This design comes from an exercise in tuning for small area and a short achievable clock period on the open sky130 flow, not from production work.
The RTL was checked by simulation tests, not by an equivalence proof against the original design.
The clock port is modelled as an ideal driver; clocking choices that lean on that would not hold on a real chip.
Power and IR drop assume default switching activity.

== build 23 ==
## risc16_dmem_resp
module risc16_dmem_resp #(
    parameter int WAIT_CYCLES = 2,
    parameter int ADDR_W      = risc16_pkg::ADDR_W_DEF,
    parameter int DATA_W      = risc16_pkg::DATA_W_DEF
) (
    input  logic              clk,
    input  logic              rst,
    input  logic              req_valid,
    output logic              req_ready,
    input  logic              req_we,
    input  logic [ADDR_W-1:0] req_addr,
    input  logic [DATA_W-1:0] req_wdata,
    output logic              rsp_valid,
    input  logic              rsp_ready,
    output logic [DATA_W-1:0] rsp_rdata,
    input  logic              ld_en,
    input  logic [ADDR_W-1:0] ld_addr,
    input  logic [DATA_W-1:0] ld_data,
    output logic              busy
);
    logic        busy_q;     
    logic        busy_o;     
    logic        wait1_q;    
    logic        wait2_q;    
    logic        valid_q;    
    logic        valid_o;    
    logic        lat_we;
    logic [7:0]  ld_wr;      
    logic [7:0]  st_wr;      
    logic [7:0]  half_q;     
    logic [63:0] sel_q;      
    logic [3:0]  quarter_q;  
    logic [15:0] wdata_q;    
    logic [15:0] rsp_q;      
    logic        idle;
    logic        accept;
    logic [7:0]  a_in;
    logic [15:0] ram_rdata;
    assign idle      = !busy_q;
    assign req_ready = !busy_o && !ld_en && !rst;
    assign accept    = req_valid && idle && !ld_en;
    assign busy      = busy_o;
    assign rsp_valid = valid_o;
    assign rsp_rdata = rsp_q;
    always_ff @(posedge clk or posedge rst) begin
        if (rst) begin
            busy_q  <= 1'b0;
            busy_o  <= 1'b0;
            wait1_q <= 1'b0;
            wait2_q <= 1'b0;
            valid_q <= 1'b0;
            valid_o <= 1'b0;
            st_wr   <= '0;
        end else begin
            wait1_q <= accept;
            wait2_q <= wait1_q;
            st_wr   <= half_q & {8{wait1_q && lat_we}};
            if (wait2_q) begin
                valid_q <= 1'b1;
            end else if (rsp_ready) begin
                valid_q <= 1'b0;
            end
            if (wait2_q) begin
                valid_o <= 1'b1;
            end else if (rsp_ready) begin
                valid_o <= 1'b0;
            end
            if (accept) begin
  ...
export LEC_CHECK = 0
export CAP_MARGIN = 20
export CORE_MARGIN = 2
export CORE_UTILIZATION = 40
export CTS_BUF_LIST = sky130_fd_sc_hd__clkbuf_16
export CTS_CLUSTER_DIAMETER = 60
export CTS_CLUSTER_SIZE = 24
export SETUP_SLACK_MARGIN = 2.85
export SLEW_MARGIN = 20
export SYNTH_HIERARCHICAL = 1
create_clock -name core_clock -period 5.5 [get_ports {clk}]
run.sh (not shown) runs the stock make flow with config.mk's settings and CLKGATE_MAP_FILE= SYNTH_SCRIPT=/design/flow/synth_recipe.tcl, a recipe that flattens the netlist after the stock synthesis.
> inputs changed (build 23 -> build 75)
==> flow/flow/run.sh (new file) <==
#!/bin/bash
# Layout flow: the standard flow (standard.sh) with one change to how the layout is
# made: clock_tree_synthesis uses clkbuf_16 only, clusters of up to 20 sinks within 60 um,
# and no dummy loads. Each ORFS step writes its own log under orfs/logs; the make output
# as a whole goes to standard.log in this folder.
set -euo pipefail
export CTS_ARGS="-sink_clustering_enable -repair_clock_nets -dont_use_dummy_load -buf_list sky130_fd_sc_hd__clkbuf_16 -sink_clustering_size 20 -sink_clustering_max_diameter 60"
bash standard.sh > standard.log 2>&1
==> flow/standard.sh (new file) <==
#!/bin/bash
# synth_recipe.tcl (not shown) runs the flow's synth.tcl, then flattens the netlist and writes it again
# the make line also repeats each setting of config.mk as NAME=value (left out here)
make -C /OpenROAD-flow-scripts/flow DESIGN_CONFIG=/design/flow/config.mk WORK_HOME=/design/flow/orfs CLKGATE_MAP_FILE= SYNTH_SCRIPT=/design/flow/synth_recipe.tcl "${@:-finish}"
--- a/flow/config.mk
+++ b/flow/config.mk
@@ -9,7 +9,4 @@
 export CORE_MARGIN = 2
 export CORE_UTILIZATION = 40
-export CTS_BUF_LIST = sky130_fd_sc_hd__clkbuf_16
-export CTS_CLUSTER_DIAMETER = 60
-export CTS_CLUSTER_SIZE = 24
 export SETUP_SLACK_MARGIN = 2.85
 export SLEW_MARGIN = 20
removed: flow/run.sh
- The sequential share of layout area reported for build 75 is greater than that of build 23 by 0.19 points.
- From build 23 to build 75 the numbers moved as follows: via count climbed 447, final net count shows no meaningful change.
- u_ram.g_half[3].u_h.part_n[0] as the critical path endpoint was reported by build 75, and req_ready by build 23.
- Per the comparison of build 75 with build 23, fmax now sits lower; total chip power now sits lower.
- Comparing build 75 and build 23, critical path depth is higher on build 75.
- The average routed wire per standard cell of build 75 exceeds that of build 23 by 0.32 µm.
- Cmp build 75 vs build 23: clock network latency to the later pin of the worst-skew pair lower in build 75
Input changes introduced in build 21 (baseline for comparison: build 75):
==> flow/run.sh (new file) <==
#!/bin/bash
# synth_recipe.tcl (not shown) runs the flow's synth.tcl, then flattens the netlist and writes it again
# the make line also repeats each setting of config.mk as NAME=value (left out here)
make -C /OpenROAD-flow-scripts/flow DESIGN_CONFIG=/design/flow/config.mk WORK_HOME=/design/flow/orfs CLKGATE_MAP_FILE= SYNTH_SCRIPT=/design/flow/synth_recipe.tcl finish
--- a/flow/config.mk
+++ b/flow/config.mk
@@ -9,5 +9,8 @@
 export CORE_MARGIN = 2
 export CORE_UTILIZATION = 40
-export SETUP_SLACK_MARGIN = 2.85
+export CTS_BUF_LIST = sky130_fd_sc_hd__clkbuf_16
+export CTS_CLUSTER_DIAMETER = 60
+export CTS_CLUSTER_SIZE = 24
+export SETUP_SLACK_MARGIN = 3.0
 export SLEW_MARGIN = 20
 export SYNTH_HIERARCHICAL = 1
removed: flow/flow/run.sh
removed: flow/standard.sh
### Flow results
On highest net fanout along the worst path: between build 21 and build 75, it ends up lower for build 21. Summary of the comparison: normalized max-slew margin is lower in build 21, relative to build 75. Build 75 ended up with sel_q[58] as its timing startpoint of the critical path; build 21 ended up with busy_o. Looking at final period utilization, build 21 sits 0.25 points higher than build 75 does. Comparing power for build 21 and build 75, the smaller number came from build 75. Non-clock buffer count was higher in the run labelled build 21. Final setup slack of the worst path (build 21 over build 75): decrease, 0.014 ns.
Edits applied to the flow inputs when going from build 21 to build 96:
==> flow/flow/run.sh (new file) <==
#!/bin/bash
# Layout flow: the standard flow (standard.sh) with one change to how the layout is
# made: clock_tree_synthesis uses clkbuf_16 only, clusters of up to 20 sinks within 60 um,
# and no dummy loads. Each ORFS step writes its own log under orfs/logs; the make output
# as a whole goes to standard.log in this folder.
set -euo pipefail
export CTS_ARGS="-sink_clustering_enable -repair_clock_nets -dont_use_dummy_load -buf_list sky130_fd_sc_hd__clkbuf_16 -sink_clustering_size 20 -sink_clustering_max_diameter 60"
bash standard.sh > standard.log 2>&1
==> flow/standard.sh (new file) <==
#!/bin/bash
# synth_recipe.tcl (not shown) runs the flow's synth.tcl, then flattens the netlist and writes it again
# the make line also repeats each setting of config.mk as NAME=value (left out here)
make -C /OpenROAD-flow-scripts/flow DESIGN_CONFIG=/design/flow/config.mk WORK_HOME=/design/flow/orfs CLKGATE_MAP_FILE= SYNTH_SCRIPT=/design/flow/synth_recipe.tcl "${@:-finish}"
--- a/flow/config.mk
+++ b/flow/config.mk
@@ -9,8 +9,5 @@
 export CORE_MARGIN = 2
 export CORE_UTILIZATION = 40
-export CTS_BUF_LIST = sky130_fd_sc_hd__clkbuf_16
-export CTS_CLUSTER_DIAMETER = 60
-export CTS_CLUSTER_SIZE = 24
-export SETUP_SLACK_MARGIN = 3.0
+export SETUP_SLACK_MARGIN = 2.5
 export SLEW_MARGIN = 20
 export SYNTH_HIERARCHICAL = 1
removed: flow/run.sh
==> results.txt <==
Compared with build 21, build 96 improves worst hold slack. Per the comparison of build 96 with build 21, count of input and output buffers flat; power attributed to the clock group down about 14%; antenna diode count down 10. Comparing the two runs side by side, build 96 comes out behind build 21 on maximum ir drop on the vdd rail. Compared to build 21, build 96 has critical path depth 1 lower. Build 96 vs build 21: final critical delay including setup and external delays up.

## port drivers added, routing unchanged
How much do the figures lean on ideal ports? The routed layouts below were timed once more, with nothing changed but the port constraints. Step 1 assumes that a clkbuf_16 drives the clock port and a buf_2 every other input. Step 2 also shifts input and output timing later by t, the mid clock arrival at the registers, as if the neighbouring blocks saw the same clock. a / b / c = ideal ports / drivers / drivers and shift; a / b = the first two.
| run | t (ns) | setup slack, ns | worst setup path after step 2 | worst register clock-pin slew, ns | worst slew at a driven data input, ns |
|---|---|---|---|---|---|
| build 23 | 1.058 | 2.750 / 2.648 / 1.946 | input to register | 0.10 / 0.10 | 0.17 |
| build 75 | 0.970 | 2.738 / 2.652 / 1.990 | input to register | 0.09 / 0.09 | 0.18 |
| build 21 | 1.052 | 2.724 / 2.606 / 1.966 | input to register | 0.10 / 0.10 | 0.13 |
| build 96 | 0.973 | 2.581 / 2.476 / 2.006 | input to register | 0.09 / 0.09 | 0.19 |
After both steps setup and hold are still met in every run listed. For build 23, which loses most, drivers alone change the setup slack by -0.102 ns; drivers and shift together by -0.804 ns.
